Background: an optimization exercise with open tools, aiming at small area and a short achievable clock period. Do not read the settings as production practice. RTL that was checked went through simulation tests only; none was proved equivalent to the original. For runs 2 to 4, only the layout was checked, not whether the RTL still works. Power figures rest on the tool's default switching activity, not on a simulated workload. The flow treats the clock pin as an ideal source, which a real chip does not have.

**flow/run.sh**
```bash
#!/bin/bash
# synth_recipe.tcl (not shown) runs the flow's synth.tcl, then flattens the netlist and writes it again
# the make line also repeats each setting of config.mk as NAME=value (left out here)
make -C /OpenROAD-flow-scripts/flow DESIGN_CONFIG=/design/flow/config.mk WORK_HOME=/design/flow/orfs CLKGATE_MAP_FILE= SYNTH_SCRIPT=/design/flow/synth_recipe.tcl finish
```
**flow/config.mk**
```make
export PLATFORM = sky130hd
export DESIGN_NAME = writeBufferCtrl
export DESIGN_NICKNAME = writeBufferCtrl
export VERILOG_FILES = /design/flow/design.v
export SDC_FILE = /design/flow/constraint.sdc
export NUM_CORES = 4
export LEC_CHECK = 0
export CAP_MARGIN = 20
export CORE_MARGIN = 2
export CORE_UTILIZATION = 40
export SLEW_MARGIN = 20
```
**flow/constraint.sdc**
```tcl
create_clock -name core_clock -period 3.5 [get_ports {clk}]
set_input_delay 0.7000 -clock core_clock [delete_from_list [all_inputs] [get_ports {clk}]]
set_output_delay 0.7000 -clock core_clock [all_outputs]
set_load 0.01 [all_outputs]
```
**flow/design.v**
```verilog
package wbPkg;
    localparam int dataWidth   = 64;           
    localparam int userWidth   = 1;            
    localparam int idWidth     = 4;            
    localparam int burstLength = 8;            
    localparam int bufferDepth = 8;            
    localparam int slotWidth    = $clog2(bufferDepth);         
    localparam int beatWidth    = $clog2(burstLength);         
    localparam int memAddrWidth = slotWidth + beatWidth;       
    localparam int windowWidth  = $clog2(bufferDepth + 1);
endpackage
`timescale 1ns/100ps
module writeBufferCtrl (
    input  logic                            clk,
    input  logic                            rst,
    input  logic [wbPkg::dataWidth-1:0]     writeData,
    input  logic [wbPkg::userWidth-1:0]     writeDataUser,
    input  logic [wbPkg::idWidth-1:0]       writeDataID,
    input  logic [wbPkg::burstLength-1:0]   writeDataStrb,
    input  logic                            writeDataLast,
    input  logic                            writeDataValid,
    input  logic                            writeDataACKReady,
    output logic                            writeDataACKValid,
    output logic [wbPkg::userWidth-1:0]     writeDataACKUser,
    output logic [wbPkg::idWidth-1:0]       writeDataACKID,
    output logic                            writeBufferFull,
    input  logic [wbPkg::idWidth-1:0]       writeBufferAllocID,
    input  logic [wbPkg::userWidth-1:0]     writeBufferAllocUser,
    input  logic                            writeBufferAllocValid,    
    output logic [wbPkg::windowWidth-1:0]   writeRequestWindow,
    input  logic                            phyWriteModeFIFOReady,
    input  logic                            writeModeACK,
    output logic [wbPkg::dataWidth-1:0]     readData,
    output logic                            readDataLast,
    output logic                            readDataValid,
    output logic                            readDataStrb
);
    localparam int N  = wbPkg::bufferDepth;
    localparam int L  = wbPkg::burstLength;
    localparam int DW = wbPkg::dataWidth;
    localparam int BW = wbPkg::beatWidth;
    logic [N-1:0]              validVector;
    logic [N-1:0]              issuedVector;
    logic [N-1:0][wbPkg::idWidth-1:0]   entryID;
    logic [N-1:0][wbPkg::userWidth-1:0] entryUser;
    logic [N-1:0][L-1:0]                entryStrb;
    logic [BW-1:0]             wrBeat;       
    logic [N-1:0]              wrHold;       
    logic [BW-1:0]             rdBeat;       
    logic [N-1:0]              rdLock;       
    logic         full, accept, lastAccept;
    logic [N-1:0] freeOH, wrSel, allocOH;
    assign full = &validVector;
    always_comb begin
        freeOH = '0;
        for (int i = N - 1; i >= 0; i--)
            if (!validVector[i]) freeOH = N'(1) << i;
    end
    assign wrSel      = (wrBeat == '0) ? freeOH : wrHold;
    assign accept     = writeDataValid && !full;
    assign lastAccept = accept && writeDataLast;
    assign allocOH    = lastAccept ? wrSel : '0;
    assign writeBufferFull   = full;
    assign writeDataACKValid = lastAccept && writeDataACKReady;
    assign writeDataACKID    = writeDataID;
    assign writeDataACKUser  = writeDataUser;
    always_ff @(posedge clk or negedge rst) begin
        if (!rst) begin
            wrBeat <= '0;
            wrHold <= '0;
        end else if (accept) begin
            wrHold <= wrSel;
            wrBeat <= writeDataLast ? '0 : wrBeat + 1'b1;
        end
    end
    always_ff @(posedge clk or negedge rst) begin
        if (!rst) begin
            writeRequestWindow <= '0;
        end else begin
            case ({lastAccept, writeModeACK})
                2'b10:   writeRequestWindow <= writeRequestWindow + 1'b1;
                2'b01:   writeRequestWindow <= writeRequestWindow - 1'b1;
                default: writeRequestWindow <= writeRequestWindow;
            endcase
        end
    end
    logic [N-1:0] issueCand, issueOH;
    always_comb begin
        for (int i = 0; i < N; i++)
            issueCand[i] = validVector[i] && !issuedVector[i]
                           && (entryID[i] == writeBufferAllocID)
                           && (entryUser[i] == writeBufferAllocUser);
    end
    always_comb begin
        issueOH = '0;
        for (int i = N - 1; i >= 0; i--)
            if (issueCand[i]) issueOH = N'(1) << i;
        if (!writeBufferAllocValid) issueOH = '0;
    end
    logic [N-1:0] pickOH, rdSel, releaseOH;
    logic         readEnable, rdLast;
    always_comb begin
        pickOH = '0;
        for (int i = N - 1; i >= 0; i--)
            if (issuedVector[i]) pickOH = N'(1) << i;
    end
    assign rdSel      = (rdBeat == '0) ? pickOH : rdLock;
    assign readEnable = phyWriteModeFIFOReady && (|issuedVector);
    assign rdLast     = (rdBeat == BW'(L - 1));
    assign releaseOH  = (readEnable && rdLast) ? rdSel : '0;
    always_ff @(posedge clk or negedge rst) begin
        if (!rst) begin
            rdBeat <= '0;
            rdLock <= '0;
        end else if (readEnable) begin
            rdLock <= rdSel;
            rdBeat <= rdBeat + 1'b1;
        end
    end
    always_ff @(posedge clk or negedge rst) begin
        if (!rst) begin
            validVector  <= '0;
            issuedVector <= '0;
        end else begin
            validVector  <= (validVector | allocOH) & ~releaseOH;
            issuedVector <= (issuedVector | issueOH) & ~releaseOH & ~allocOH;
        end
    end
    always_ff @(posedge clk) begin
        for (int i = 0; i < N; i++) begin
            if (allocOH[i]) begin
                entryID[i]   <= writeDataID;
                entryUser[i] <= writeDataUser;
                entryStrb[i] <= writeDataStrb;
            end
        end
    end
    logic [N-1:0]  shift;
    logic [DW-1:0] headData;
    logic          headStrb;
    logic [N*DW-1:0] slotHead;
    logic [N-1:0]  slotStrb;
    for (genvar i = 0; i < N; i++) begin : g_slot
        logic [L-1:0] strbOf;
        assign strbOf = entryStrb[i];
        logic [L*DW-1:0] store;      
        assign shift[i] = (writeDataValid && wrSel[i] && !full)
                          || (phyWriteModeFIFOReady && rdSel[i]);
        always_ff @(posedge clk) begin
            if (shift[i]) begin
                store <= {store[(L-1)*DW-1:0], writeData};
            end
        end
        assign slotHead[i*DW +: DW] = {DW{rdSel[i]}} & store[L*DW-1 -: DW];
        assign slotStrb[i] = rdSel[i] & strbOf[rdBeat];
    end
    always_comb begin
        headData = '0;
        for (int i = 0; i < N; i++)
            headData = headData | slotHead[i*DW +: DW];
    end
    assign headStrb = |slotStrb;
    always_ff @(posedge clk) begin
        readData <= headData;
    end
    always_ff @(posedge clk or negedge rst) begin
        if (!rst) begin
            readDataValid <= 1'b0;
            readDataLast  <= 1'b0;
            readDataStrb  <= 1'b0;
        end else begin
            readDataValid <= readEnable;
            readDataLast  <= readEnable && rdLast;
            readDataStrb  <= headStrb;
        end
    end
endmodule
```
==> results.ini, run 1 <==
[drt]
wl_per_cell_microns = 18.9
drt.antenna.violating_nets = 0
num_vias = 48500
drc = 0
drt-initial-drc-count = 4233
wirelength_mm = 199
via_per_inst = 4.60
dr.pass1.iters = 6

[clock_tree]
cts_setup_buffers = 0
clock-root-buffer = clkbuf_16
clkTransAtPathRegs_ns = 0.06
cts_buffer_depth = 4
h-tree-depth = 5
cts_sinks = 4309
numCtsBuffers = 399
cts_tree = built
clk_latency_ns = 0.92

[timing]
setup_violations = 0
tightest_slew_ns = 0.795
skew_ns = 0.0445
fin_crit_ns = 3.28
final-hold-violation-count = 0
finalSetupTns_ns = 0
finalMaxSlewViolations = 0
relSlewSlack_pct = 47.0
clock.fmax_ghz = 0.305
rsz0062_at_grt = no
finalCritPeriodShare_pct = 93.7

[worst_hold_path]
worstHoldStart = g_slot[4].store[2]$_DFFE_PP_
worst_hold_path.num_cells = 0
hold_class = flip-flop to flip-flop

[place]
placedCellCount = 9797
gp_congestion = 0.765
hpwlAfterDp_mm = 115
port_buffers = 167
placed_area_sq_um = 143000

[worst_setup_path]
cpPeakStageDelay_ns = 0.50
crit_chain = and4_4 -> nand3_2 -> nand3_1 -> nor2_1 -> clkdlybuf4s50_1
path_max_fanout = 8
regToRegStartpoint = rdBeat[1]$_DFFE_PN0P_
cp_slowest_cell = dfrtp_1
worst_setup_path_end_kind = primary output
critPathLaunch = validVector[0]$_DFF_PN0_
start_kind = flip-flop
crit_arrival_ns = 2.58
rr_worst_depth = 8
required_ns = 2.80
crit_type = flip-flop to primary output

[global_routing]
grt_pass1_wl_mm = 298
antenna_found_initial = 27
grt_pass1_vias = 48800
grt_overflow_total = 0
grt_use_total_pct = 11.5
grt_max_degree = 115

[yosys]
ys_warn_count = 1
synth_edf_count = 4200
synth_cell_types = 58
synthesis.area_sq_um = 134000
yosys_register_bits = 4309
synth_top_area_share_pct = 94.4
yosys.area.top_type = edfxtp_1
yosysMostFrequentCell = edfxtp_1
synth_ff_type = edfxtp_1
syn_area_per_cell_sq_um = 26.4
synth_area_leaders = edfxtp_1 94%, dfxtp_1 0.96%, dfrtp_1 0.84%
synth.top_cells.by_count = 4200 x edfxtp_1, 101 x nand2_1, 78 x inv_1
syn_nets = 5162
synthArstFlopShare_pct = 1.04
ys_seq_area_share_pct = 96.2
netlist_instances = 5063

[final_layout]
stdcell_area_sq_um = 157000
nets = 5911
stdcell_count = 10500
fill_cells = 26300
register_area_sq_um = 129000
multiInputGateArea_sq_um = 4560
drive_above_1_share_pct = 14.5
final_util_pct = 47.0
area.growth.synth_to_final_pct = 17.2

[power_and_ir_drop]
powerDensity_nw_per_um2 = 869
switchingPower_uw = 32200
cellLeakagePower_uw = 0.0503
ir_worst_vdd_uv = 632
switching_share_pct = 23.6
pwr-share-clk_pct = 31.4
p_total_uw = 136000
p_int_uw = 104000
share_seq_of_total_power_pct = 56.9
p_comb_share_pct = 11.7

[die]
io_pins = 168
initial_core_util_pct = 40.1
die_h_microns = 582
rows = 212
dieArea_sq_um = 339000
core_sq_um = 333000
die_x_microns = 582

[run_status]
run_status = finished clean

[run]
cap_violations = 0

[power groups by stage]
stage	logic (uW)	registers (uW)	clock network [uW]
6_report	15900	77500	42700
5_1_grt	17400	78600	46000
4_1_cts	16300	77700	44000
3_5_place_dp	16300	78700	0
3_3_place_gp	15600	78100	0
2_1_floorplan	7130	76500	0
[repair_timing]
item                                    in CTS  in global routing
hold endpoints to repair                    30                  0
endpoints found under the setup margin       0                  1
hold buffers                                 1                  0
gates resized for setup                      0                  2
[final cells by class]
class | count | share of cell area (%)
sequential | 4309 | 82.1
timing repair buffer | 428 | 2.91
antenna | 6 | 0.00959
tap | 4387 | 3.51
multi-input combinational | 595 | 2.91
clock buffer | 526 | 6.98
clock inverter | 211 | 1.41
inverter | 79 | 0.193
[layout by cell type (no fill, tap or decap), types with 4 or more instances in the layout]
| master | n |
|---|---|
| clkinv_2 | 62 |
| buf_12 | 74 |
| clkinvlp_4 | 13 |
| nor4b_1 | 4 |
| a21o_1 | 7 |
| nor2_1 | 32 |
| a22oi_1 | 68 |
| ha_1 | 7 |
| o21ai_0 | 9 |
| dfrtp_1 | 44 |
| a221oi_1 | 64 |
| nor3_1 | 9 |
| nor2b_1 | 4 |
| clkinv_1 | 76 |
| buf_4 | 186 |
| nand4_1 | 6 |
| clkdlybuf4s50_1 | 166 |
| o21ai_4 | 4 |
| mux4_2 | 16 |
| a21oi_1 | 15 |
| clkbuf_16 | 409 |
| a222oi_1 | 64 |
| xor2_1 | 20 |
| mux2_2 | 9 |
| clkbuf_1 | 91 |
| clkbuf_8 | 26 |
| inv_6 | 10 |
| a21o_4 | 6 |
| bufinv_16 | 43 |
| nor4_1 | 5 |
| edfxtp_1 | 4200 |
| diode_2 | 6 |
| dfxtp_1 | 64 |
| nand3_1 | 72 |
| xnor2_1 | 25 |
| inv_1 | 76 |
| clkinv_8 | 4 |
| nand2_1 | 97 |
[path summary, 6_finish.rpt]
path,endpoint,slack (ns)
max,writeDataACKValid,0.22
min,g_slot[4].store[66]$_DFFE_PP_,0.39
max reg2reg,readData[43]$_DFF_P_,0.35
min reg2reg,g_slot[4].store[66]$_DFFE_PP_,0.39
max in group asynchronous,rdBeat[1]$_DFFE_PN0P_,2.32
min in group asynchronous,issuedVector[7]$_DFF_PN0_,0.43
[cell families after synthesis]
family	synth area share (%)
flops	96.2
simple gates	0.893
mux	0.370
fa+ha+maj	0.0899
compound gates	1.62
xor+xnor	0.295
buf+inv	0.496
[worst max-delay path, delay by kind of cell (launching register included)]
| kind | cells | cell delay, ns |
|---|---|---|
| flops | 1 | 0.50 |
| simple gates | 4 | 0.70 |
| buf+inv | 1 | 0.47 |
[state kept, by name, summed over array words and instances, names as in the netlist]
register / count
readData: 64
g_slot.store: 4096
wrHold: 8
entryStrb: 64
rdBeat: 3
readDataValid: 1
rdLock: 8
validVector: 8
readDataLast: 1
readDataStrb: 1
entryUser: 8
writeRequestWindow: 4
issuedVector: 8
entryID: 32
wrBeat: 3
[per-layer routing]
| metal | up-vias | part of all wire [%] | wire length (microns) | GRT usage, % |
|---|---|---|---|---|
| met3 | 377 | 5.5 | 10900 | 2.40 |
| met1 | 24900 | 45 | 89100 | 16.3 |
| met4 | 8 | 2.4 | 4760 | 3.31 |
| met2 | 1051 | 47 | 94000 | 18.1 |
| li1 | 22200 | - | - | - |
| met5 | - | 0.020 | 40 | 0 |
[through the flow]
stage          setup slack [ns]  hold slack [ns]
2_1_floorplan             -6.28            0.400
3_3_place_gp              0.194            0.400
3_5_place_dp              0.125            0.405
6_report                  0.222            0.385
4_1_cts                  0.0526            0.370
5_1_grt                  0.0609            0.377
==> run 2, diff against run 1 <==
--- a/flow/design.v
+++ b/flow/design.v
@@ -52,3 +52,7 @@
     logic [N-1:0] freeOH, wrSel, allocOH;
-    assign full = &validVector;
+    logic [N-1:0] validNext;
+    always_ff @(posedge clk or negedge rst) begin
+        if (!rst) full <= 1'b0;
+        else      full <= &validNext;
+    end
     always_comb begin
@@ -119,2 +123,3 @@
     end
+    assign validNext = (validVector | allocOH) & ~releaseOH;
     always_ff @(posedge clk or negedge rst) begin
@@ -124,3 +129,3 @@
         end else begin
-            validVector  <= (validVector | allocOH) & ~releaseOH;
+            validVector  <= validNext;
             issuedVector <= (issuedVector | issueOH) & ~releaseOH & ~allocOH;
--- a/flow/config.mk
+++ b/flow/config.mk
@@ -9,3 +9,7 @@
 export CORE_MARGIN = 2
-export CORE_UTILIZATION = 40
+export CORE_UTILIZATION = 60
+export CTS_BUF_LIST = sky130_fd_sc_hd__clkbuf_8 sky130_fd_sc_hd__clkbuf_16
+export CTS_CLUSTER_DIAMETER = 80
+export CTS_CLUSTER_SIZE = 32
+export PLACE_DENSITY = 0.7
 export SLEW_MARGIN = 20
==> results.ini, run 2 <==
[timing]
relSlewSlack_pct = 55.2  ; was 47.0%
fin_crit_ns = 3.21  ; was 3.28 ns
skew_ns = 0.0443  ; was 0.0445 ns
clock.fmax_ghz = 0.311  ; was 0.305 GHz
tightest_slew_ns = 0.672  ; was 0.795 ns
finalCritPeriodShare_pct = 91.7  ; was 93.7%
finalMaxSlewViolations = 0  ; unchanged
rsz0062_at_grt = no  ; unchanged
hold_ws_ns = 0.382  ; was 0.385 ns
finalSetupTns_ns = 0  ; unchanged
setup_violations = 0  ; unchanged
final-hold-violation-count = 0  ; unchanged

[worst_hold_path]
hold_class = input port to async pin  ; was flip-flop to flip-flop

[worst_setup_path]
r2r_slack_ns = 0.29  ; was 0.35 ns
required_ns = 4.22  ; was 2.80 ns
crit_arrival_ns = 3.94  ; was 2.58 ns
r2r_end = readData[32]$_DFF_P_  ; was readData[43]$_DFF_P_
endpoint = readData[32]$_DFF_P_  ; was writeDataACKValid
rr_worst_depth = 8  ; unchanged
crit_type = flip-flop to flip-flop  ; was flip-flop to primary output
regToRegStartpoint = rdBeat[1]$_DFFE_PN0P_  ; unchanged
start_kind = flip-flop  ; unchanged
critPathLaunch = rdBeat[1]$_DFFE_PN0P_  ; was validVector[0]$_DFF_PN0_
worst_setup_path_end_kind = flip-flop  ; was primary output
path_max_fanout = 29  ; was 8

[drt]
drt-initial-drc-count = 4657  ; was 4233
num_vias = 46800  ; was 48500
wirelength_mm = 185  ; was 199 mm
drc = 0  ; unchanged
drt.antenna.violating_nets = 0  ; unchanged
via_per_inst = 5.42  ; was 4.60
wl_per_cell_microns = 21.4  ; was 18.9 microns
dr.pass1.iters = 8  ; was 6

[yosys]
syn_nets = 5130  ; was 5162
synth.top_cells.by_count = 4200 x edfxtp_1, 117 x nand2_1, 67 x nand3_1  ; was 4200 x edfxtp_1, 101 x nand2_1, 78 x inv_1
synth_ff_type = edfxtp_1  ; unchanged
netlist_instances = 5031  ; was 5063
ys_warn_count = 1  ; unchanged
synthesis.area_sq_um = 134000  ; unchanged
ys_seq_area_share_pct = 96.3  ; was 96.2%
synth_top_area_share_pct = 94.4  ; unchanged
synthArstFlopShare_pct = 1.07  ; was 1.04%
synth_cell_types = 61  ; was 58
syn_area_per_cell_sq_um = 26.5  ; was 26.4 sq um
yosysMostFrequentCell = edfxtp_1  ; unchanged
synth_area_leaders = edfxtp_1 94%, dfxtp_1 0.96%, dfrtp_1 0.86%  ; was edfxtp_1 94%, dfxtp_1 0.96%, dfrtp_1 0.84%
synth_edf_count = 4200  ; unchanged
yosys.area.top_type = edfxtp_1  ; unchanged
yosys_register_bits = 4310  ; was 4309

[final_layout]
nets = 5630  ; was 5911
area.growth.synth_to_final_pct = 9.65  ; was 17.2%
largest-register = g_slot.store  ; unchanged
layout_common_cells = 4200 x edfxtp_1, 188 x buf_4, 166 x clkdlybuf4s50_1, 162 x clkbuf_16, 114 x nand2_1  ; was 4200 x edfxtp_1, 409 x clkbuf_16, 186 x buf_4, 166 x clkdlybuf4s50_1, 97 x nand2_1
layout_commonest_cell = edfxtp_1  ; unchanged
multiInputGateArea_sq_um = 4720  ; was 4560 sq um
fill_cells = 13400  ; was 26300
largest_register_ffs = 4096  ; unchanged
drive_above_1_share_pct = 8.82  ; was 14.5%
top_regs = g_slot.store: 4096 flops, entryStrb: 64 flops, readData: 64 flops  ; unchanged
stdcell_area_sq_um = 146000  ; was 157000 sq um
register_area_sq_um = 129000  ; about the same

[clock_tree]
holdBufCountCts = 1  ; unchanged
cts_sinks = 4310  ; was 4309
cts_setup_buffers = 0  ; unchanged
clock-root-buffer = clkbuf_16  ; unchanged
clkTransAtPathRegs_ns = 0.11  ; was 0.06 ns
h-tree-depth = 4  ; was 5
post_cts_resized = 0  ; unchanged
cts_buffer_depth = 3  ; was 4
clk_latency_ns = 0.85  ; was 0.92 ns
numCtsBuffers = 158  ; was 399
cts_tree = built  ; unchanged

[power_and_ir_drop]
ir_worst_vdd_uv = 892  ; was 632 uV
share_seq_of_total_power_pct = 65.9  ; was 56.9%
pwr-share-clk_pct = 19.1  ; was 31.4%
p_comb_share_pct = 15.0  ; was 11.7%
p_int_uw = 89300  ; was 104000 uW
switchingPower_uw = 29800  ; was 32200 uW
powerDensity_nw_per_um2 = 813  ; was 869 nW/um^2
cellLeakagePower_uw = 0.0461  ; was 0.0503 uW
switching_share_pct = 25.0  ; was 23.6%
p_total_uw = 119000  ; was 136000 uW

[global_routing]
grt_use_total_pct = 16.2  ; was 11.5%
grt_pass1_vias = 45600  ; was 48800
grt_pass1_wl_mm = 274  ; was 298 mm
antenna_found_initial = 14  ; was 27
busiest_layer = met2  ; unchanged
gr-usage-met2_pct = 25.6  ; was 18.1%
gr-usage-met1_pct = 24.5  ; was 16.3%
grt_overflow_total = 0  ; unchanged
grt.met3_usage_pct = 2.25  ; was 2.40%
grt_max_degree = 104  ; was 115

[die]
dieArea_sq_um = 226000  ; was 339000 sq um
io_pins = 168  ; unchanged
die_h_microns = 476  ; was 582 microns
die_x_microns = 476  ; was 582 microns
initial_core_util_pct = 60.2  ; was 40.1%
core_sq_um = 222000  ; was 333000 sq um
rows = 173  ; was 212

[place]
hpwlAfterDp_mm = 107  ; was 115 mm
gp_congestion = 0.792  ; was 0.765
placed_area_sq_um = 142000  ; was 143000 sq um
port_buffers = 167  ; unchanged

[run]
cap_violations = 0  ; unchanged

[run_status]
run_status = finished clean  ; unchanged

run 2: how the worst min path moves through the flow:
stage	from	endpoint	slack, ns	cells after the start
after floorplan	rst	full$_DFF_PN0_	0.40	0
after global placement	g_slot[3].store[96]$_DFFE_PP_	g_slot[3].store[160]$_DFFE_PP_	0.40	0
after detailed placement	g_slot[0].store[44]$_DFFE_PP_	g_slot[0].store[108]$_DFFE_PP_	0.40	0
after CTS	rst	readDataLast$_DFF_PN0_	0.34	2
after global routing	rst	readDataLast$_DFF_PN0_	0.39	2
final	rst	readDataLast$_DFF_PN0_	0.38	2
run 2: power by group through the flow:
stage                     sequential, uW  clock (uW)  combinational, uW
after floorplan                    78000           0               8050
after global placement             79000           0              17200
after detailed placement           79800           0              18100
after CTS                          78700       23600              18200
after global routing               79600       25100              19500
final                              78500       22700              17900
run 2: through the flow:
stage,util (%),setup slack [ns],std cells
3_5_place_dp,63.8,0.396,8345
2_1_floorplan,-,-6.48,5031
5_1_grt,66.0,0.0602,8635
3_3_place_gp,63.8,0.466,8345
4_1_cts,66.0,0.312,8632
6_report,66.0,0.289,8637
run 2: final cells by class:
class / count / share of cell area (%)
flip-flops and latches: 4310 / 87.8
clock inverters: 123 / 0.553
repair buffers: 426 / 3.08
clock buffers: 163 / 2.78
diodes: 5 / 0.00854
multi-input cells: 620 / 3.22
inverters: 15 / 0.0384
well taps: 2975 / 2.54
run 2: worst max-delay path: stages (launching register included):
cell	delay, ns
dfrtp_1	0.40
clkinv_1	0.15
ha_1	0.28
nor2b_1	0.57
mux2_8	0.61
buf_12	0.27
a222oi_1	0.32
nand3_1	0.14
a221o_1	0.30
run 2: per-layer routing:
layer  vias up  part of all wire (%)
met4         4                   2.0
met1     24200                    45
met5         -                0.0087
met2      1073                    48
met3       234                   5.3
li1      21300                     -
run 2: cell families (layout without fill, tap and decap cells):
kind of cell	Yosys count	in the layout	share of synthesized area, %
flops	4310	4310	96.3
compound gates	266	266	1.68
xor+xnor	46	46	0.302
other cells	0	5	0
buf+inv	101	727	0.349
mux	27	27	0.364
simple gates	272	272	0.957
fa+ha+maj	9	9	0.0899
==> run 3, diff against run 2 <==
--- a/flow/design.v
+++ b/flow/design.v
@@ -41,4 +41,5 @@
     localparam int BW = wbPkg::beatWidth;
-    logic [N-1:0]              validVector;
-    logic [N-1:0]              issuedVector;
+    logic [N-1:0]                       validVector;
+    logic [N-1:0]                       issuedVector;
+    logic                               full;         
     logic [N-1:0][wbPkg::idWidth-1:0]   entryID;
@@ -46,19 +47,9 @@
     logic [N-1:0][L-1:0]                entryStrb;
-    logic [BW-1:0]             wrBeat;       
-    logic [N-1:0]              wrHold;       
-    logic [BW-1:0]             rdBeat;       
-    logic [N-1:0]              rdLock;       
-    logic         full, accept, lastAccept;
-    logic [N-1:0] freeOH, wrSel, allocOH;
-    logic [N-1:0] validNext;
-    always_ff @(posedge clk or negedge rst) begin
-        if (!rst) full <= 1'b0;
-        else      full <= &validNext;
-    end
-    always_comb begin
-        freeOH = '0;
-        for (int i = N - 1; i >= 0; i--)
-            if (!validVector[i]) freeOH = N'(1) << i;
-    end
-    assign wrSel      = (wrBeat == '0) ? freeOH : wrHold;
+    logic [BW-1:0]                      wrBeat;       
+    logic [N-1:0]                       wrSel;        
+    logic [BW-1:0]                      rdBeat;       
+    logic [N-1:0]                       rdSel;        
+    logic         accept, lastAccept;
+    logic [N-1:0] allocOH;
+    logic [BW-1:0] wrBeatNext;
     assign accept     = writeDataValid && !full;
@@ -66,2 +57,3 @@
     assign allocOH    = lastAccept ? wrSel : '0;
+    assign wrBeatNext = !accept ? wrBeat : (writeDataLast ? '0 : wrBeat + 1'b1);
     assign writeBufferFull   = full;
@@ -70,11 +62,2 @@
     assign writeDataACKUser  = writeDataUser;
-    always_ff @(posedge clk or negedge rst) begin
-        if (!rst) begin
-            wrBeat <= '0;
-            wrHold <= '0;
-        end else if (accept) begin
-            wrHold <= wrSel;
-            wrBeat <= writeDataLast ? '0 : wrBeat + 1'b1;
-        end
-    end
     always_ff @(posedge clk or negedge rst) begin
@@ -103,23 +86,20 @@
     end
-    logic [N-1:0] pickOH, rdSel, releaseOH;
-    logic         readEnable, rdLast;
-    always_comb begin
-        pickOH = '0;
-        for (int i = N - 1; i >= 0; i--)
-            if (issuedVector[i]) pickOH = N'(1) << i;
-    end
-    assign rdSel      = (rdBeat == '0) ? pickOH : rdLock;
-    assign readEnable = phyWriteModeFIFOReady && (|issuedVector);
+    logic [N-1:0]  releaseOH;
+    logic          readEnable, rdLast;
+    logic [BW-1:0] rdBeatNext;
+    assign readEnable = phyWriteModeFIFOReady && (|rdSel);
     assign rdLast     = (rdBeat == BW'(L - 1));
     assign releaseOH  = (readEnable && rdLast) ? rdSel : '0;
-    always_ff @(posedge clk or negedge rst) begin
-        if (!rst) begin
-            rdBeat <= '0;
-            rdLock <= '0;
-        end else if (readEnable) begin
-            rdLock <= rdSel;
-            rdBeat <= rdBeat + 1'b1;
+    assign rdBeatNext = readEnable ? rdBeat + 1'b1 : rdBeat;
+    logic [N-1:0] validNext, issuedNext, freeNext, pickNext;
+    assign validNext  = (validVector | allocOH) & ~releaseOH;
+    assign issuedNext = (issuedVector | issueOH) & ~releaseOH & ~allocOH;
+    always_comb begin
+        freeNext = '0;
+        pickNext = '0;
+        for (int i = N - 1; i >= 0; i--) begin
+            if (!validNext[i]) freeNext = N'(1) << i;
+            if (issuedNext[i]) pickNext = N'(1) << i;
         end
     end
-    assign validNext = (validVector | allocOH) & ~releaseOH;
     always_ff @(posedge clk or negedge rst) begin
@@ -128,5 +108,15 @@
             issuedVector <= '0;
+            full         <= 1'b0;
+            wrBeat       <= '0;
+            wrSel        <= N'(1);
+            rdBeat       <= '0;
+            rdSel        <= '0;
         end else begin
             validVector  <= validNext;
-            issuedVector <= (issuedVector | issueOH) & ~releaseOH & ~allocOH;
+            issuedVector <= issuedNext;
+            full         <= &validNext;
+            wrBeat       <= wrBeatNext;
+            if (wrBeatNext == '0) wrSel <= freeNext;
+            rdBeat       <= rdBeatNext;
+            if (rdBeatNext == '0) rdSel <= pickNext;
         end
@@ -142,13 +132,10 @@
     end
-    logic [N-1:0]  shift;
-    logic [DW-1:0] headData;
-    logic          headStrb;
+    logic [N-1:0]    shift;
     logic [N*DW-1:0] slotHead;
-    logic [N-1:0]  slotStrb;
+    logic [N-1:0]    slotStrb;
+    logic [DW-1:0]   headData;
     for (genvar i = 0; i < N; i++) begin : g_slot
-        logic [L-1:0] strbOf;
-        assign strbOf = entryStrb[i];
+        logic [L-1:0]    strbOf;
         logic [L*DW-1:0] store;      
-        assign shift[i] = (writeDataValid && wrSel[i] && !full)
-                          || (phyWriteModeFIFOReady && rdSel[i]);
+        assign shift[i] = (writeDataValid && wrSel[i]) || (phyWriteModeFIFOReady && rdSel[i]);
         always_ff @(posedge clk) begin
@@ -158,4 +145,5 @@
         end
-        assign slotHead[i*DW +: DW] = {DW{rdSel[i]}} & store[L*DW-1 -: DW];
-        assign slotStrb[i] = rdSel[i] & strbOf[rdBeat];
+        assign strbOf                = entryStrb[i];
+        assign slotHead[i*DW +: DW]  = {DW{rdSel[i]}} & store[L*DW-1 -: DW];
+        assign slotStrb[i]           = rdSel[i] & strbOf[rdBeat];
     end
@@ -166,3 +154,2 @@
     end
-    assign headStrb = |slotStrb;
     always_ff @(posedge clk) begin
@@ -178,3 +165,3 @@
             readDataLast  <= readEnable && rdLast;
-            readDataStrb  <= headStrb;
+            readDataStrb  <= |slotStrb;
         end
==> results.ini, run 3 <==
[die]
initial_core_util_pct = 60.2  ; about the same
io_pins = 168  ; unchanged
dieArea_sq_um = 226000  ; about the same
die_h_microns = 475  ; was 476 microns
core_sq_um = 221000  ; was 222000 sq um
rows = 173  ; unchanged
die_x_microns = 475  ; was 476 microns

[global_routing]
grt_pass1_vias = 45400  ; was 45600
antenna_found_initial = 13  ; was 14
grt_pass1_wl_mm = 278  ; was 274 mm
grt_use_total_pct = 16.5  ; was 16.2%
grt_overflow_total = 0  ; unchanged
grt_max_degree = 108  ; was 104

[final_layout]
top_regs = g_slot.store: 4096 flops, entryStrb: 64 flops, readData: 64 flops  ; unchanged
final_util_pct = 66.1  ; was 66.0%
nets = 5569  ; was 5630
largest_register_ffs = 4096  ; unchanged
drive_above_1_share_pct = 9.34  ; was 8.82%
layout_common_cells = 4200 x edfxtp_1, 260 x a22oi_1, 193 x buf_4, 166 x clkdlybuf4s50_1, 163 x clkbuf_16  ; was 4200 x edfxtp_1, 188 x buf_4, 166 x clkdlybuf4s50_1, 162 x clkbuf_16, 114 x nand2_1
fill_cells = 13300  ; was 13400
largest-register = g_slot.store  ; unchanged
layout_commonest_cell = edfxtp_1  ; unchanged
area.growth.synth_to_final_pct = 9.77  ; was 9.65%

[timing]
rsz0062_at_grt = no  ; unchanged
relSlewSlack_pct = 31.7  ; was 55.2%
skew_ns = 0.0413  ; was 0.0443 ns
finalCritPeriodShare_pct = 88.6  ; was 91.7%
finalMaxSlewViolations = 0  ; unchanged
fin_crit_ns = 3.10  ; was 3.21 ns
tightest_slew_ns = 1.02  ; was 0.672 ns
setup_violations = 0  ; unchanged
clock.fmax_ghz = 0.323  ; was 0.311 GHz
final-hold-violation-count = 0  ; unchanged

[drt]
via_per_inst = 5.44  ; was 5.42
drt.antenna.violating_nets = 0  ; unchanged
wl_per_cell_microns = 21.8  ; was 21.4 microns
drt-initial-drc-count = 4277  ; was 4657
wirelength_mm = 187  ; was 185 mm
drc = 0  ; unchanged
dr.pass1.iters = 5  ; was 8
num_vias = 46700  ; was 46800

[yosys]
yosys.area.top_type = edfxtp_1  ; unchanged
netlist_instances = 4957  ; was 5031
synth_edf_count = 4200  ; unchanged
yosys_register_bits = 4310  ; unchanged
ys_warn_count = 1  ; unchanged
yosysMostFrequentCell = edfxtp_1  ; unchanged
synth_cell_types = 63  ; was 61
synth_area_leaders = edfxtp_1 95%, a22oi_1 1.5%, dfxtp_1 0.96%  ; was edfxtp_1 94%, dfxtp_1 0.96%, dfrtp_1 0.86%
syn_area_per_cell_sq_um = 26.9  ; was 26.5 sq um
synth_ff_type = edfxtp_1  ; unchanged
synth_top_area_share_pct = 94.6  ; was 94.4%
synthArstFlopShare_pct = 1.07  ; unchanged
synth.top_cells.by_count = 4200 x edfxtp_1, 260 x a22oi_1, 72 x nand4_1  ; was 4200 x edfxtp_1, 117 x nand2_1, 67 x nand3_1
syn_nets = 5054  ; was 5130
ys_seq_area_share_pct = 96.5  ; was 96.3%
synthesis.area_sq_um = 133000  ; was 134000 sq um

[worst_setup_path]
critPathLaunch = full$_DFF_PN0_  ; was rdBeat[1]$_DFFE_PN0P_
start_kind = flip-flop  ; unchanged
r2r_end = rdSel[5]$_DFFE_PN0N_  ; was readData[32]$_DFF_P_
path_depth = 3  ; was 8
cp_num_buf_inv = 1  ; was 2
rr_worst_depth = 7  ; was 8
crit_arrival_ns = 2.40  ; was 3.94 ns
required_ns = 2.80  ; was 4.22 ns
path_max_fanout = 10  ; was 29
cp_slowest_cell = clkdlybuf4s50_1  ; was mux2_8
crit_chain = and3b_1 -> and2_1 -> clkdlybuf4s50_1  ; was clkinv_1 -> ha_1 -> nor2b_1 -> mux2_8 -> buf_12 -> a222oi_1 -> nand3_1 -> a221o_1
critical-path-top-delay-family = simple AND/OR/NAND/NOR gates  ; unchanged
r2r_slack_ns = 0.80  ; was 0.29 ns
regToRegStartpoint = rdSel[1]$_DFFE_PN0N_  ; was rdBeat[1]$_DFFE_PN0P_
crit_type = flip-flop to primary output  ; was flip-flop to flip-flop
worst_setup_path_end_kind = primary output  ; was flip-flop
cpPeakStageDelay_ns = 0.53  ; was 0.61 ns

[power_and_ir_drop]
cellLeakagePower_uw = 0.0457  ; was 0.0461 uW
ir_worst_vdd_uv = 724  ; was 892 uV
p_total_uw = 108000  ; was 119000 uW
powerDensity_nw_per_um2 = 738  ; was 813 nW/um^2

[run_status]
run_status = finished clean  ; unchanged

[clock_tree]
holdBufCountCts = 0  ; was 1
h-tree-depth = 4  ; unchanged
clk_latency_ns = 0.86  ; was 0.85 ns
cts_sinks = 4310  ; unchanged
cts_buffer_depth = 3  ; unchanged
numCtsBuffers = 159  ; was 158
clkTransAtPathRegs_ns = 0.11  ; about the same
cts_setup_buffers = 0  ; unchanged
cts_tree = built  ; unchanged
post_cts_resized = 0  ; unchanged
clock-root-buffer = clkbuf_16  ; unchanged

[worst_hold_path]
hold_class = input port to async pin  ; unchanged

[run]
cap_violations = 0  ; unchanged

[place]
port_buffers = 167  ; unchanged
hpwlAfterDp_mm = 108  ; was 107 mm
gp_congestion = 0.788  ; was 0.792

==> run 3: cell count changes after synthesis, sizes merged, moves of 9 or more <==
cell	previous run	this run
a21oi	24	7
a22oi	66	260
nand3	67	3
nand4	8	72
nor2	31	9
a22o	2	11
a221o	64	1
nand2	118	23
a222oi	66	1
and2	3	12
buf	36	27
==> run 3: cell type report <==
class	count	area (sq um)	share of cell area, %
timing repair buffer	439	4700	3.21
clock buffer	165	4110	2.81
sequential	4310	129000	87.9
multi-input combinational	545	4340	2.97
inverter	17	65.1	0.0445
antenna	1	2.50	0.00171
tap	2975	3720	2.54
clock inverter	124	774	0.529
==> run 3: worst max path at each step <==
stage	end	slack (ns)
finish	writeDataACKValid	0.40
global route	writeDataACKValid	0.29
CTS	writeDataACKValid	0.32
detailed placement	rdSel[5]$_DFFE_PN0N_	0.05
global placement	rdSel[4]$_DFFE_PN0N_	0.11
floorplan	g_slot[6].store[0]$_DFFE_PP_	-1.24
==> run 3: kinds of logic (layout without fill, tap and decap cells) <==
family                   after synthesis  in the layout  synth area share [%]
AO/OA/AOI/OAI                        316            316                  1.79
XOR/XNOR                              42             42                 0.282
adder cells (fa/ha/maj)                7              7                0.0713
buffers and inverters                102            745                 0.336
flip-flops                          4310           4310                  96.5
multiplexers                          28             28                 0.371
other                                  0              1                     0
AND/OR/NAND/NOR                      152            152                 0.691
==> run 3: power breakdown <==
| part | leakage (uW) | internal, uW | switching, uW |
|---|---|---|---|
| Combinational | 0.00362 | 3580 | 8750 |
| Sequential | 0.0394 | 70200 | 2640 |
| Clock | 0.00269 | 8860 | 13900 |
| Total | 0.0457 | 82700 | 25300 |
==> run 3: worst reg2reg max path: stages (launching register included) <==
cell and delay (ns):
dfrtp_4 0.66, nor4_1 0.30, nand2_1 0.11, nand2_1 0.24, nor4b_1 0.09, a21oi_1 0.74
nor4_2 0.15, a32o_1 0.31
==> run 3: metrics by stage <==
stage | cell area [sq um] | hold slack (ns) | setup slack, ns | TNS (ns) | std cells
finish | 146000 | 0.379 | 0.400 | 0 | 8576
global route | 146000 | 0.386 | 0.289 | 0 | 8576
CTS | 146000 | 0.00435 | 0.322 | 0 | 8574
detailed placement | 141000 | 0.405 | 0.0465 | 0 | 8285
global placement | 141000 | 0.400 | 0.105 | 0 | 8285
floorplan | 133000 | 0.400 | -1.24 | -5069.78 | 4957
==> run 3: routing by layer <==
layer | track usage [%] | wire [microns]
met5 | 0 | 44
met4 | 4.14 | 3860
met3 | 2.54 | 9090
met2 | 26.5 | 90600
met1 | 24.5 | 83300
==> run 4, diff against run 3 <==
==> flow/flow/run.sh (new file) <==
#!/bin/bash
# Standard layout, with the clock tree built from clkbuf_16 only, in larger
# sink clusters and without dummy balancing loads.
set -euo pipefail
export CTS_ARGS="-sink_clustering_enable -repair_clock_nets -dont_use_dummy_load -sink_clustering_size 32 -sink_clustering_max_diameter 80 -buf_list sky130_fd_sc_hd__clkbuf_16 -root_buf sky130_fd_sc_hd__clkbuf_16"
bash standard.sh finish > make_finish.log 2>&1
==> flow/standard.sh (new file) <==
#!/bin/bash
# synth_recipe.tcl (not shown) runs the flow's synth.tcl, then flattens the netlist and writes it again
# the make line also repeats each setting of config.mk as NAME=value (left out here)
make -C /OpenROAD-flow-scripts/flow DESIGN_CONFIG=/design/flow/config.mk WORK_HOME=/design/flow/orfs CLKGATE_MAP_FILE= SYNTH_SCRIPT=/design/flow/synth_recipe.tcl "${@:-finish}"
--- a/flow/config.mk
+++ b/flow/config.mk
@@ -10,5 +10,2 @@
 export CORE_UTILIZATION = 60
-export CTS_BUF_LIST = sky130_fd_sc_hd__clkbuf_8 sky130_fd_sc_hd__clkbuf_16
-export CTS_CLUSTER_DIAMETER = 80
-export CTS_CLUSTER_SIZE = 32
 export PLACE_DENSITY = 0.7
removed: flow/run.sh
==> results.ini, run 4 <==
[timing]
tightest_slew_ns = 1.03  ; was 1.02 ns
clock.fmax_ghz = 0.326  ; was 0.323 GHz
setup_ws_ns = 0.431  ; was 0.400 ns
relSlewSlack_pct = 31.0  ; was 31.7%
rsz0062_at_grt = no  ; unchanged
skew_ns = 0.0625  ; was 0.0413 ns
finalSetupTns_ns = 0  ; unchanged
setup_violations = 0  ; unchanged
finalMaxSlewViolations = 0  ; unchanged
fin_crit_ns = 3.07  ; was 3.10 ns
finalCritPeriodShare_pct = 87.7  ; was 88.6%
hold_ws_ns = 0.374  ; was 0.379 ns
final-hold-violation-count = 0  ; unchanged

[die]
die_h_microns = 475  ; unchanged
initial_core_util_pct = 60.2  ; unchanged
io_pins = 168  ; unchanged
core_sq_um = 221000  ; unchanged
dieArea_sq_um = 226000  ; unchanged
rows = 173  ; unchanged
die_x_microns = 475  ; unchanged

[place]
port_buffers = 167  ; unchanged
placedCellCount = 8285  ; unchanged
gp_congestion = 0.788  ; unchanged
place_ws_ns = 0.0465  ; unchanged
hpwlAfterDp_mm = 108  ; unchanged

[yosys]
ys_warn_count = 1  ; unchanged
synth_area_leaders = edfxtp_1 95%, a22oi_1 1.5%, dfxtp_1 0.96%  ; unchanged
ys_seq_area_share_pct = 96.5  ; unchanged
netlist_instances = 4957  ; unchanged
syn_area_per_cell_sq_um = 26.9  ; unchanged
yosys_register_bits = 4310  ; unchanged
synth_edf_count = 4200  ; unchanged
synth_cell_types = 63  ; unchanged
synth_top_area_share_pct = 94.6  ; unchanged
yosysMostFrequentCell = edfxtp_1  ; unchanged
synth_ff_type = edfxtp_1  ; unchanged
synthesis.area_sq_um = 133000  ; unchanged
synth.top_cells.by_count = 4200 x edfxtp_1, 260 x a22oi_1, 72 x nand4_1  ; unchanged
synthArstFlopShare_pct = 1.07  ; unchanged
yosys.area.top_type = edfxtp_1  ; unchanged
syn_nets = 5054  ; unchanged

[drt]
drt-initial-drc-count = 4339  ; was 4277
wl_per_cell_microns = 22.1  ; was 21.8 microns
wirelength_mm = 187  ; about the same
drc = 0  ; unchanged
drt.antenna.violating_nets = 0  ; unchanged
num_vias = 46200  ; was 46700
dr.pass1.iters = 7  ; was 5
via_per_inst = 5.47  ; was 5.44

[worst_setup_path]
rr_worst_depth = 7  ; unchanged
r2r_slack_ns = 0.81  ; was 0.80 ns
r2r_end = rdSel[5]$_DFFE_PN0N_  ; unchanged
regToRegStartpoint = rdSel[1]$_DFFE_PN0N_  ; unchanged
required_ns = 2.80  ; about the same
start_kind = input port  ; was flip-flop
worst_setup_path_end_kind = primary output  ; unchanged
path_max_fanout = 10  ; unchanged
crit_type = input port to primary output  ; was flip-flop to primary output
endpoint = writeDataACKValid  ; unchanged
critPathLaunch = writeDataLast  ; was full$_DFF_PN0_
crit_arrival_ns = 2.37  ; was 2.40 ns

[run]
cap_violations = 0  ; unchanged

[power_and_ir_drop]
ir_worst_vdd_uv = 704  ; was 724 uV
cellLeakagePower_uw = 0.0450  ; was 0.0457 uW
powerDensity_nw_per_um2 = 732  ; was 738 nW/um^2

[clock_tree]
cts_setup_buffers = 0  ; unchanged
cts_buffer_depth = 3  ; unchanged
post_cts_resized = 0  ; unchanged
cts_sinks = 4310  ; unchanged
numCtsBuffers = 159  ; unchanged
clock-root-buffer = clkbuf_16  ; unchanged
holdBufCountCts = 0  ; unchanged
cts_tree = built  ; unchanged
h-tree-depth = 4  ; unchanged
clkTransAtPathRegs_ns = 0.11  ; about the same
clk_latency_ns = 0.84  ; was 0.86 ns

[final_layout]
largest_register_ffs = 4096  ; unchanged
fill_cells = 13400  ; was 13300
layout_commonest_cell = edfxtp_1  ; unchanged
top_regs = g_slot.store: 4096 flops, entryStrb: 64 flops, readData: 64 flops  ; unchanged
largest-register = g_slot.store  ; unchanged
final_util_pct = 65.7  ; was 66.1%
drive_above_1_share_pct = 8.87  ; was 9.34%
stdcell_count = 8447  ; was 8576
area.growth.synth_to_final_pct = 9.10  ; was 9.77%
nets = 5569  ; unchanged
layout_common_cells = 4200 x edfxtp_1, 260 x a22oi_1, 193 x buf_4, 166 x clkdlybuf4s50_1, 159 x clkbuf_16  ; was 4200 x edfxtp_1, 260 x a22oi_1, 193 x buf_4, 166 x clkdlybuf4s50_1, 163 x clkbuf_16

[global_routing]
antenna_found_initial = 15  ; was 13
grt_pass1_vias = 45500  ; was 45400
grt_pass1_wl_mm = 277  ; was 278 mm
grt_overflow_total = 0  ; unchanged
grt_use_total_pct = 16.5  ; about the same
grt_max_degree = 108  ; unchanged

[worst_hold_path]
hold_class = flip-flop to flip-flop  ; was input port to async pin

[run_status]
run_status = finished clean  ; unchanged

[run 4: cell counts after synthesis]
No cell type changed its count.
[run 4: how the worst min path moves through the flow]
stage                                   start                              to  slack, ns  cells past startpoint
3_3_place_gp   g_slot[1].store[123]$_DFFE_PP_  g_slot[1].store[187]$_DFFE_PP_       0.40                      0
4_1_cts                                   rst            wrSel[7]$_DFFE_PN0N_       0.04                      1
3_5_place_dp    g_slot[0].store[46]$_DFFE_PP_  g_slot[0].store[110]$_DFFE_PP_       0.40                      0
5_1_grt        g_slot[4].store[182]$_DFFE_PP_  g_slot[4].store[246]$_DFFE_PP_       0.38                      0
2_1_floorplan                             rst                  full$_DFF_PN0_       0.40                      0
6_report       g_slot[4].store[182]$_DFFE_PP_  g_slot[4].store[246]$_DFFE_PP_       0.37                      0
[run 4: kinds of logic after synthesis]
kind of cell	count (synthesis)	share of synthesized area [%]
multiplexers	28	0.371
AO/OA/AOI/OAI	316	1.79
adder cells (fa/ha/maj)	7	0.0713
XOR/XNOR	42	0.282
buffers and inverters	102	0.336
flip-flops	4310	96.5
AND/OR/NAND/NOR	152	0.691
[run 4: metal layers]
layer / vias up / global-route usage, % / share of wire (%) / routed length, microns
met5: - / 0 / 0.025 / 47
met4: 10 / 3.98 / 2.1 / 3900
met3: 258 / 2.53 / 4.9 / 9100
met2: 961 / 26.6 / 48 / 90500
met1: 24000 / 24.3 / 45 / 83000
li1: 21000 / - / - / -
[run 4: area by class of cell]
class / instances / area, sq um / share of cell area [%]
tap: 2975 / 3720 / 2.56
timing repair buffer: 439 / 4700 / 3.23
antenna: 2 / 5.00 / 0.00344
multi-input combinational: 545 / 4340 / 2.99
sequential: 4310 / 129000 / 88.4
clock buffer: 159 / 3980 / 2.74
inverter: 17 / 65.1 / 0.0447
[run 4: power breakdown]
| part | internal (uW) | leakage [uW] | total [uW] | switching, uW |
|---|---|---|---|---|
| Combinational | 3580 | 0.00362 | 12300 | 8740 |
| Clock | 8210 | 0.00196 | 21300 | 13000 |
| Sequential | 70200 | 0.0394 | 72900 | 2640 |
| Total | 82000 | 0.0450 | 106000 | 24400 |
[run 4: critical path: stages]
cell and delay, ns:
clkdlybuf4s50_1 0.56, and3b_1 0.40, and2_1 0.18, clkdlybuf4s50_1 0.53
[run 4: stage by stage]
step	total power [uW]	cell area [sq um]
after global placement	85600	141000
after global routing	111000	145000
final	106000	145000
after detailed placement	86700	141000
after floorplan	80700	133000
after CTS	108000	145000
==> run 5, diff against run 4 <==
--- a/flow/design.v
+++ b/flow/design.v
@@ -44,2 +44,3 @@
     logic                               full;         
+    logic                               roomAck;      
     logic [N-1:0][wbPkg::idWidth-1:0]   entryID;
@@ -59,3 +60,3 @@
     assign writeBufferFull   = full;
-    assign writeDataACKValid = lastAccept && writeDataACKReady;
+    assign writeDataACKValid = writeDataValid && writeDataLast && writeDataACKReady && roomAck;
     assign writeDataACKID    = writeDataID;
@@ -109,2 +110,3 @@
             full         <= 1'b0;
+            roomAck      <= 1'b1;
             wrBeat       <= '0;
@@ -117,2 +119,3 @@
             full         <= &validNext;
+            roomAck      <= ~&validNext;
             wrBeat       <= wrBeatNext;
==> flow/flow/run.sh (replaced) <==
#!/bin/bash
# Standard layout, with the clock tree built from clkbuf_16 only, in larger
# sink clusters and without dummy balancing loads; ports buffered with buf_2.
set -euo pipefail
export BUFFER_PORTS_ARGS="-buffer_cell sky130_fd_sc_hd__buf_2"
export CTS_ARGS="-sink_clustering_enable -repair_clock_nets -dont_use_dummy_load -sink_clustering_size 32 -sink_clustering_max_diameter 80 -buf_list sky130_fd_sc_hd__clkbuf_16 -root_buf sky130_fd_sc_hd__clkbuf_16"
bash standard.sh finish > make_finish.log 2>&1
==> results.ini, run 5 <==
[run_status]
run_status = finished clean  ; unchanged

[run]
cap_violations = 0  ; unchanged

[drt]
drt.antenna.violating_nets = 0  ; unchanged
drt-initial-drc-count = 4075  ; was 4339
wl_per_cell_microns = 22.0  ; was 22.1 microns
dr.pass1.iters = 7  ; unchanged
wirelength_mm = 185  ; was 187 mm
drc = 0  ; unchanged
num_vias = 45600  ; was 46200
via_per_inst = 5.44  ; was 5.47

[power_and_ir_drop]
powerDensity_nw_per_um2 = 740  ; was 732 nW/um^2
ir_worst_vdd_uv = 607  ; was 704 uV
p_comb_share_pct = 10.5  ; was 11.6%
switchingPower_uw = 24400  ; about the same
p_int_uw = 82100  ; was 82000 uW
share_seq_of_total_power_pct = 69.6  ; was 68.5%
switching_share_pct = 22.9  ; about the same
cellLeakagePower_uw = 0.0447  ; was 0.0450 uW
p_total_uw = 106000  ; about the same
pwr-share-clk_pct = 19.9  ; was 20.0%

[yosys]
synth_compound_area_share_pct = 1.78  ; was 1.79%
synth.top_cells.by_count = 4200 x edfxtp_1, 260 x a22oi_1, 69 x nand4_1  ; was 4200 x edfxtp_1, 260 x a22oi_1, 72 x nand4_1
synthAdderAreaFrac_pct = 0.0713  ; about the same
syn_area_per_cell_sq_um = 26.8  ; was 26.9 sq um
yosysMostFrequentCell = edfxtp_1  ; unchanged
netlist_instances = 4969  ; was 4957
synth_area_leaders = edfxtp_1 95%, a22oi_1 1.5%, dfxtp_1 0.96%  ; unchanged
yosys-mux-area-fraction_pct = 0.378  ; was 0.371%
synthArstFlopShare_pct = 1.09  ; was 1.07%
syn_nets = 5066  ; was 5054
ys_warn_count = 1  ; unchanged
synthesis.area_sq_um = 133000  ; about the same
synth_cell_types = 60  ; was 63
ys_seq_area_share_pct = 96.4  ; was 96.5%
synth_top_family_by_area = compound AO/OA/AOI/OAI gates  ; unchanged
synthSimpleGateAreaFrac_pct = 0.725  ; was 0.691%
synth_top_area_share_pct = 94.6  ; about the same
yosys_register_bits = 4311  ; was 4310
synth_xor_area_share_pct = 0.276  ; was 0.282%
synth_ff_type = edfxtp_1  ; unchanged
yosys.area.top_type = edfxtp_1  ; unchanged
synth_edf_count = 4200  ; unchanged

[place]
hpwlAfterDp_mm = 109  ; was 108 mm
gp_congestion = 0.791  ; was 0.788
placedCellCount = 8221  ; was 8285
port_buffers = 167  ; unchanged
placed_area_sq_um = 140000  ; was 141000 sq um

[worst_setup_path]
crit_type = flip-flop to flip-flop  ; was input port to primary output
worst_setup_path_end_kind = flip-flop  ; was primary output
start_kind = flip-flop  ; was input port
required_ns = 4.26  ; was 2.80 ns
path_max_fanout = 11  ; was 10
crit_arrival_ns = 3.60  ; was 2.37 ns

[clock_tree]
h-tree-depth = 4  ; unchanged
clk_latency_ns = 0.86  ; was 0.84 ns
cts_buffer_depth = 3  ; unchanged
numCtsBuffers = 159  ; unchanged
clock-root-buffer = clkbuf_16  ; unchanged
clkTransAtPathRegs_ns = 0.11  ; about the same
post_cts_resized = 0  ; unchanged
cts_sinks = 4311  ; was 4310
cts_setup_buffers = 0  ; unchanged
cts_tree = built  ; unchanged

[die]
core_sq_um = 222000  ; was 221000 sq um
io_pins = 168  ; unchanged
die_h_microns = 475  ; about the same
die_x_microns = 475  ; about the same
dieArea_sq_um = 226000  ; about the same
rows = 173  ; unchanged
initial_core_util_pct = 60.2  ; about the same

[global_routing]
grt_max_degree = 144  ; was 108
grt_overflow_total = 0  ; unchanged
grt_use_total_pct = 16.3  ; was 16.5%
grt_pass1_wl_mm = 274  ; was 277 mm
antenna_found_initial = 24  ; was 15
grt_pass1_vias = 44700  ; was 45500

[final_layout]
drive_above_1_share_pct = 10.6  ; was 8.87%
fill_cells = 13700  ; was 13400
largest-register = g_slot.store  ; unchanged
area.growth.synth_to_final_pct = 7.85  ; was 9.10%
stdcell_count = 8387  ; was 8447
layout_commonest_cell = edfxtp_1  ; unchanged
top_regs = g_slot.store: 4096 flops, entryStrb: 64 flops, readData: 64 flops  ; unchanged
largest_register_ffs = 4096  ; unchanged
nets = 5505  ; was 5569
layout_common_cells = 4200 x edfxtp_1, 260 x a22oi_1, 166 x buf_2, 159 x clkbuf_16, 140 x buf_4  ; was 4200 x edfxtp_1, 260 x a22oi_1, 193 x buf_4, 166 x clkdlybuf4s50_1, 159 x clkbuf_16
final_util_pct = 64.9  ; was 65.7%
stdcell_area_sq_um = 144000  ; was 145000 sq um

[timing]
relSlewSlack_pct = 37.5  ; was 31.0%
finalCritPeriodShare_pct = 81.2  ; was 87.7%
rsz0062_at_grt = no  ; unchanged
tightest_slew_ns = 0.938  ; was 1.03 ns
setup_violations = 0  ; unchanged
clock.fmax_ghz = 0.352  ; was 0.326 GHz
finalMaxSlewViolations = 0  ; unchanged
final-hold-violation-count = 0  ; unchanged
fin_crit_ns = 2.84  ; was 3.07 ns
skew_ns = 0.0710  ; was 0.0625 ns

[worst_hold_path]
hold_class = input port to flip-flop  ; was flip-flop to flip-flop

## run 5: cell count changes in the layout (fill, tap and decap cells not counted), sizes merged, moves of 4 or more
cell and delta:
xnor2 -6, diode +4, buf +91, nand4b +4, xor2 +6, nand2 +12, and2 -6, nand3 +5
clkdlybuf4s50 -166
## run 5: critical path: stages (launching register included)
cell and delay [ns]:
dfrtp_1 0.67, ha_1 0.31, and2_1 0.36, a21oi_1 0.17
and4_1 0.25, a221o_1 0.31, o21ba_4 0.25, nor4b_4 0.25
a32o_2 0.21
## run 5: area by class of cell
cell class | count | area, sq um | area share (%)
clock buffers | 159 | 3980 | 2.77
flip-flops and latches | 4311 | 129000 | 89.4
diodes | 6 | 15.0 | 0.0104
well taps | 2975 | 3720 | 2.59
multi-input cells | 555 | 4370 | 3.04
inverters | 17 | 63.8 | 0.0444
repair buffers | 364 | 3030 | 2.11
## run 5: worst paths after layout
kind,depth (start not counted),startpoint,slack [ns],endpoint
min,1,writeDataID[0],0.13,entryID[24]$_DFFE_PP_
min in group asynchronous,2,rst,0.40,writeRequestWindow[0]$_DFFE_PN0P_
min reg2reg,0,g_slot[4].store[21]$_DFFE_PP_,0.36,g_slot[4].store[85]$_DFFE_PP_
max reg2reg,8,rdBeat[2]$_DFF_PN0_,0.66,rdSel[7]$_DFFE_PN0N_
max in group asynchronous,2,rst,2.57,rdSel[6]$_DFFE_PN0N_
max,8,rdBeat[2]$_DFF_PN0_,0.66,rdSel[7]$_DFFE_PN0N_
## run 5: repair_timing
action / in CTS / in global routing
endpoints found under the hold margin: 13 / 0
hold buffers: 1 / 0
endpoints found under the setup margin: 0 / 0
## run 5: logic make-up after synthesis
family                   after synthesis
multiplexers                          29
adder cells (fa/ha/maj)                7
flip-flops                          4311
AND/OR/NAND/NOR                      162
XOR/XNOR                              42
buffers and inverters                103
AO/OA/AOI/OAI                        315
## run 5: per-stage QoR
stage	hold WS (ns)	worst slack, ns	setup TNS, ns
after floorplan	0.400	-1.24	-5068.31
after global placement	0.400	0.725	0
after detailed placement	0.405	0.605	0
after CTS	0.0498	0.715	0
after global routing	0.0994	0.560	0
final	0.132	0.659	0
## run 5: power by group through the flow
| stage | Clock (uW) | Sequential (uW) | Combinational (uW) |
|---|---|---|---|
| floorplan | 0 | 75500 | 6050 |
| global placement | 0 | 74700 | 11000 |
| detailed placement | 0 | 75400 | 11400 |
| CTS | 22000 | 74300 | 11500 |
| global route | 23500 | 75000 | 12200 |
| finish | 21200 | 74100 | 11100 |
## run 5: metal layers
layer  wire length (microns)  vias up  GRT usage, %
met4                    3260        6          3.59
met5                      34        -             0
met3                    8610      214          2.67
met1                   82500    23600          23.9
li1                        -    20900             -
met2                   90400      897          26.6
==> run 6, diff against run 5 <==
--- a/flow/config.mk
+++ b/flow/config.mk
@@ -11,2 +11,3 @@
 export PLACE_DENSITY = 0.7
+export SETUP_SLACK_MARGIN = 1.0
 export SLEW_MARGIN = 20
==> results.ini, run 6 <==
[timing]
fin_crit_ns = 2.42  ; was 2.84 ns
rsz0062_at_grt = no  ; unchanged
final-hold-violation-count = 0  ; unchanged
skew_ns = 0.0728  ; was 0.0710 ns
finalCritPeriodShare_pct = 69.1  ; was 81.2%
relSlewSlack_pct = 36.8  ; was 37.5%
tightest_slew_ns = 0.948  ; was 0.938 ns
finalMaxSlewViolations = 0  ; unchanged
setup_violations = 0  ; unchanged
setup_ws_ns = 1.08  ; was 0.659 ns
clock.fmax_ghz = 0.413  ; was 0.352 GHz

[worst_setup_path]
required_ns = 3.92  ; was 4.26 ns
cp_slowest_cell = buf_12  ; was dfrtp_1
r2r_end = g_slot[6].store[257]$_DFFE_PP_  ; was rdSel[7]$_DFFE_PN0N_
start_kind = flip-flop  ; unchanged
r2r_slack_ns = 1.08  ; was 0.66 ns
critical-path-top-delay-family = buffers and inverters  ; was compound AO/OA/AOI/OAI gates
regToRegStartpoint = rdSel[6]$_DFFE_PN0N_  ; was rdBeat[2]$_DFF_PN0_
crit_chain = buf_12 -> a22o_4 -> buf_12 -> buf_4  ; was ha_1 -> and2_1 -> a21oi_1 -> and4_1 -> a221o_1 -> o21ba_4 -> nor4b_4 -> a32o_2
cpPeakStageDelay_ns = 0.47  ; was 0.67 ns
worst_setup_path_end_kind = flip-flop  ; unchanged
path_max_fanout = 68  ; was 11
cp_num_buf_inv = 3  ; was 0
rr_worst_depth = 4  ; was 8
crit_arrival_ns = 2.84  ; was 3.60 ns
path_depth = 4  ; was 8
crit_type = flip-flop to flip-flop  ; unchanged
cp_common_cell = buf_12

[power_and_ir_drop]
p_comb_share_pct = 10.6  ; was 10.5%
switchingPower_uw = 24400  ; about the same
p_int_uw = 82100  ; about the same
share_seq_of_total_power_pct = 69.5  ; was 69.6%
switching_share_pct = 22.9  ; about the same
p_total_uw = 107000  ; was 106000 uW
pwr-share-clk_pct = 19.9  ; about the same
powerDensity_nw_per_um2 = 741  ; was 740 nW/um^2
cellLeakagePower_uw = 0.0447  ; about the same
ir_worst_vdd_uv = 610  ; was 607 uV

[drt]
dr.pass1.iters = 5  ; was 7
drc = 0  ; unchanged
wl_per_cell_microns = 22.1  ; was 22.0 microns
via_per_inst = 5.45  ; was 5.44
drt-initial-drc-count = 4168  ; was 4075
drt.antenna.violating_nets = 0  ; unchanged
wirelength_mm = 186  ; was 185 mm
num_vias = 45700  ; was 45600

[yosys]
ys_seq_area_share_pct = 96.4  ; unchanged
ys_warn_count = 1  ; unchanged
synth_cell_types = 60  ; unchanged
netlist_instances = 4969  ; unchanged
yosysMostFrequentCell = edfxtp_1  ; unchanged
synth_area_leaders = edfxtp_1 95%, a22oi_1 1.5%, dfxtp_1 0.96%  ; unchanged
syn_nets = 5066  ; unchanged
synth.top_cells.by_count = 4200 x edfxtp_1, 260 x a22oi_1, 69 x nand4_1  ; unchanged
syn_area_per_cell_sq_um = 26.8  ; unchanged
yosys.area.top_type = edfxtp_1  ; unchanged
synthArstFlopShare_pct = 1.09  ; unchanged
synthesis.area_sq_um = 133000  ; unchanged
synth_edf_count = 4200  ; unchanged
synth_ff_type = edfxtp_1  ; unchanged
synth_top_area_share_pct = 94.6  ; unchanged
yosys_register_bits = 4311  ; unchanged

[clock_tree]
cts_tree = built  ; unchanged
cts_buffer_depth = 3  ; unchanged
h-tree-depth = 4  ; unchanged
cts_sinks = 4311  ; unchanged
numCtsBuffers = 159  ; unchanged
clk_latency_ns = 0.86  ; about the same
clkTransAtPathRegs_ns = 0.11  ; about the same
clock-root-buffer = clkbuf_16  ; unchanged

[die]
die_x_microns = 475  ; unchanged
dieArea_sq_um = 226000  ; unchanged
io_pins = 168  ; unchanged
die_h_microns = 475  ; unchanged
rows = 173  ; unchanged
initial_core_util_pct = 60.2  ; unchanged
core_sq_um = 222000  ; unchanged

[final_layout]
top_regs = g_slot.store: 4096 flops, entryStrb: 64 flops, readData: 64 flops  ; unchanged
layout_common_cells = 4200 x edfxtp_1, 260 x a22oi_1, 166 x buf_2, 159 x clkbuf_16, 144 x buf_4  ; was 4200 x edfxtp_1, 260 x a22oi_1, 166 x buf_2, 159 x clkbuf_16, 140 x buf_4
largest_register_ffs = 4096  ; unchanged
stdcell_area_sq_um = 144000  ; about the same
nets = 5511  ; was 5505
layout_commonest_cell = edfxtp_1  ; unchanged
drive_above_1_share_pct = 10.7  ; was 10.6%
area.growth.synth_to_final_pct = 7.92  ; was 7.85%
largest-register = g_slot.store  ; unchanged

[worst_hold_path]
worst_hold_path.num_cells = 1  ; unchanged
holdPathEnd = entryID[24]$_DFFE_PP_  ; unchanged
hold_class = input port to flip-flop  ; unchanged
worstHoldStart = writeDataID[0]  ; unchanged

[global_routing]
grt_max_degree = 144  ; unchanged
grt_pass1_wl_mm = 274  ; unchanged
grt_pass1_vias = 44700  ; about the same
antenna_found_initial = 26  ; was 24
grt_overflow_total = 0  ; unchanged
grt_use_total_pct = 16.3  ; about the same

[place]
port_buffers = 167  ; unchanged
place_ws_ns = 0.605  ; unchanged
placed_area_sq_um = 140000  ; unchanged
hpwlAfterDp_mm = 109  ; unchanged
gp_congestion = 0.791  ; unchanged

[run_status]
run_status = finished clean  ; unchanged

[run]
cap_violations = 0  ; unchanged

==> run 6: final cells by class <==
cell class                 instances  area (sq um)
antenna                            6          15.0
clock buffer                     159          3980
inverter                          17          66.3
multi-input combinational        555          4390
sequential                      4311        129000
tap                             2975          3720
timing repair buffer             370          3110
fill                           13700         77800
==> run 6: cell families (layout without fill, tap and decap cells) <==
family | count (synthesis) | count (layout) | share of synthesized area (%)
xor+xnor | 42 | 42 | 0.276
mux | 29 | 29 | 0.378
simple gates | 162 | 162 | 0.725
compound gates | 315 | 315 | 1.78
buf+inv | 103 | 546 | 0.335
other cells | 0 | 6 | 0
fa+ha+maj | 7 | 7 | 0.0713
flops | 4311 | 4311 | 96.4
==> run 6: power groups by stage <==
stage                     registers [uW]  logic [uW]  clock network, uW
final                              74000       11300              21200
after global routing               74900       12400              23500
after CTS                          74300       11500              22000
after detailed placement           75400       11400                  0
after global placement             74700       11000                  0
after floorplan                    75500        6050                  0
==> run 6: what timing repair did <==
item                       4_1_cts  5_1_grt
hold endpoints to repair        13        0
setup buffers                    1        5
setup endpoints to repair        7        7
gates resized for setup          2        5
hold buffers                     1        0
pin swaps                        1        0
==> run 6: layer usage <==
metal,vias up,part of all wire (%),GRT usage (%)
li1,20900,-,-
met4,6,1.7,3.59
met5,-,0.018,0
met2,861,49,26.6
met1,23700,45,23.9
met3,208,4.6,2.67
==> run 6: per-stage QoR <==
step | util (%) | instances | setup TNS, ns | hold slack, ns
floorplan | - | 4969 | -5068.31 | 0.400
global placement | 63.1 | 8221 | 0 | 0.400
detailed placement | 63.1 | 8221 | 0 | 0.405
CTS | 64.9 | 8382 | 0 | 0.0498
global route | 64.9 | 8388 | 0 | 0.0994
finish | 64.9 | 8393 | 0 | 0.131
==> run 6: how the worst max path moves through the flow <==
| stage | start | to |
|---|---|---|
| 2_1_floorplan | phyWriteModeFIFOReady | g_slot[6].store[0]$_DFFE_PP_ |
| 5_1_grt | rdSel[1]$_DFFE_PN0N_ | rdSel[7]$_DFFE_PN0N_ |
| 3_5_place_dp | writeBufferAllocUser[0] | rdSel[5]$_DFFE_PN0N_ |
| 6_report | rdSel[6]$_DFFE_PN0N_ | g_slot[6].store[257]$_DFFE_PP_ |
| 4_1_cts | roomAck$_DFF_PN1_ | writeDataACKValid |
| 3_3_place_gp | writeDataValid | wrSel[7]$_DFFE_PN0N_ |

==> re-timing with driven ports <==
The results above use ideal ports. As a check the final layouts listed here were re-extracted and re-timed, cells and wires unchanged. Step 1 sets driving cells, clkbuf_16 on the clock port and buf_2 on the other inputs (assumed; they add their load-dependent delay and slew). Step 2 times the ports against the registers' clock, not the clock port: input delays grow and output delays shrink by t, the midpoint of the rising clock arrivals with the driver on. Three values: ideal, step 1, step 2; two values: the first two.
run | t, ns | setup slack, ns | latest minus earliest clock arrival (ns) | worst slew at a driven data input, ns | pins driven straight from the clock port
run 1 | 0.991 | 0.222 / 0.129 / 0.345 | 0.056 / 0.056 | 0.22 | 1
run 2 | 0.928 | 0.289 / 0.289 / 0.289 | 0.055 / 0.056 | 0.15 | 1
run 3 | 0.937 | 0.400 / 0.306 / -0.053 | 0.051 / 0.050 | 0.17 | 1
run 4 | 0.896 | 0.431 / 0.367 / -0.057 | 0.087 / 0.087 | 0.16 | 1
run 5 | 0.911 | 0.659 / 0.659 / 0.514 | 0.098 / 0.098 | 0.17 | 1
run 6 | 0.913 | 1.082 / 1.014 / 0.644 | 0.095 / 0.096 | 0.15 | 1
With both steps, setup timing fails in run 3 and run 4, where it was met with ideal ports. For run 4, which loses most, drivers alone change the setup slack by -0.064 ns; drivers and shift together by -0.488 ns.
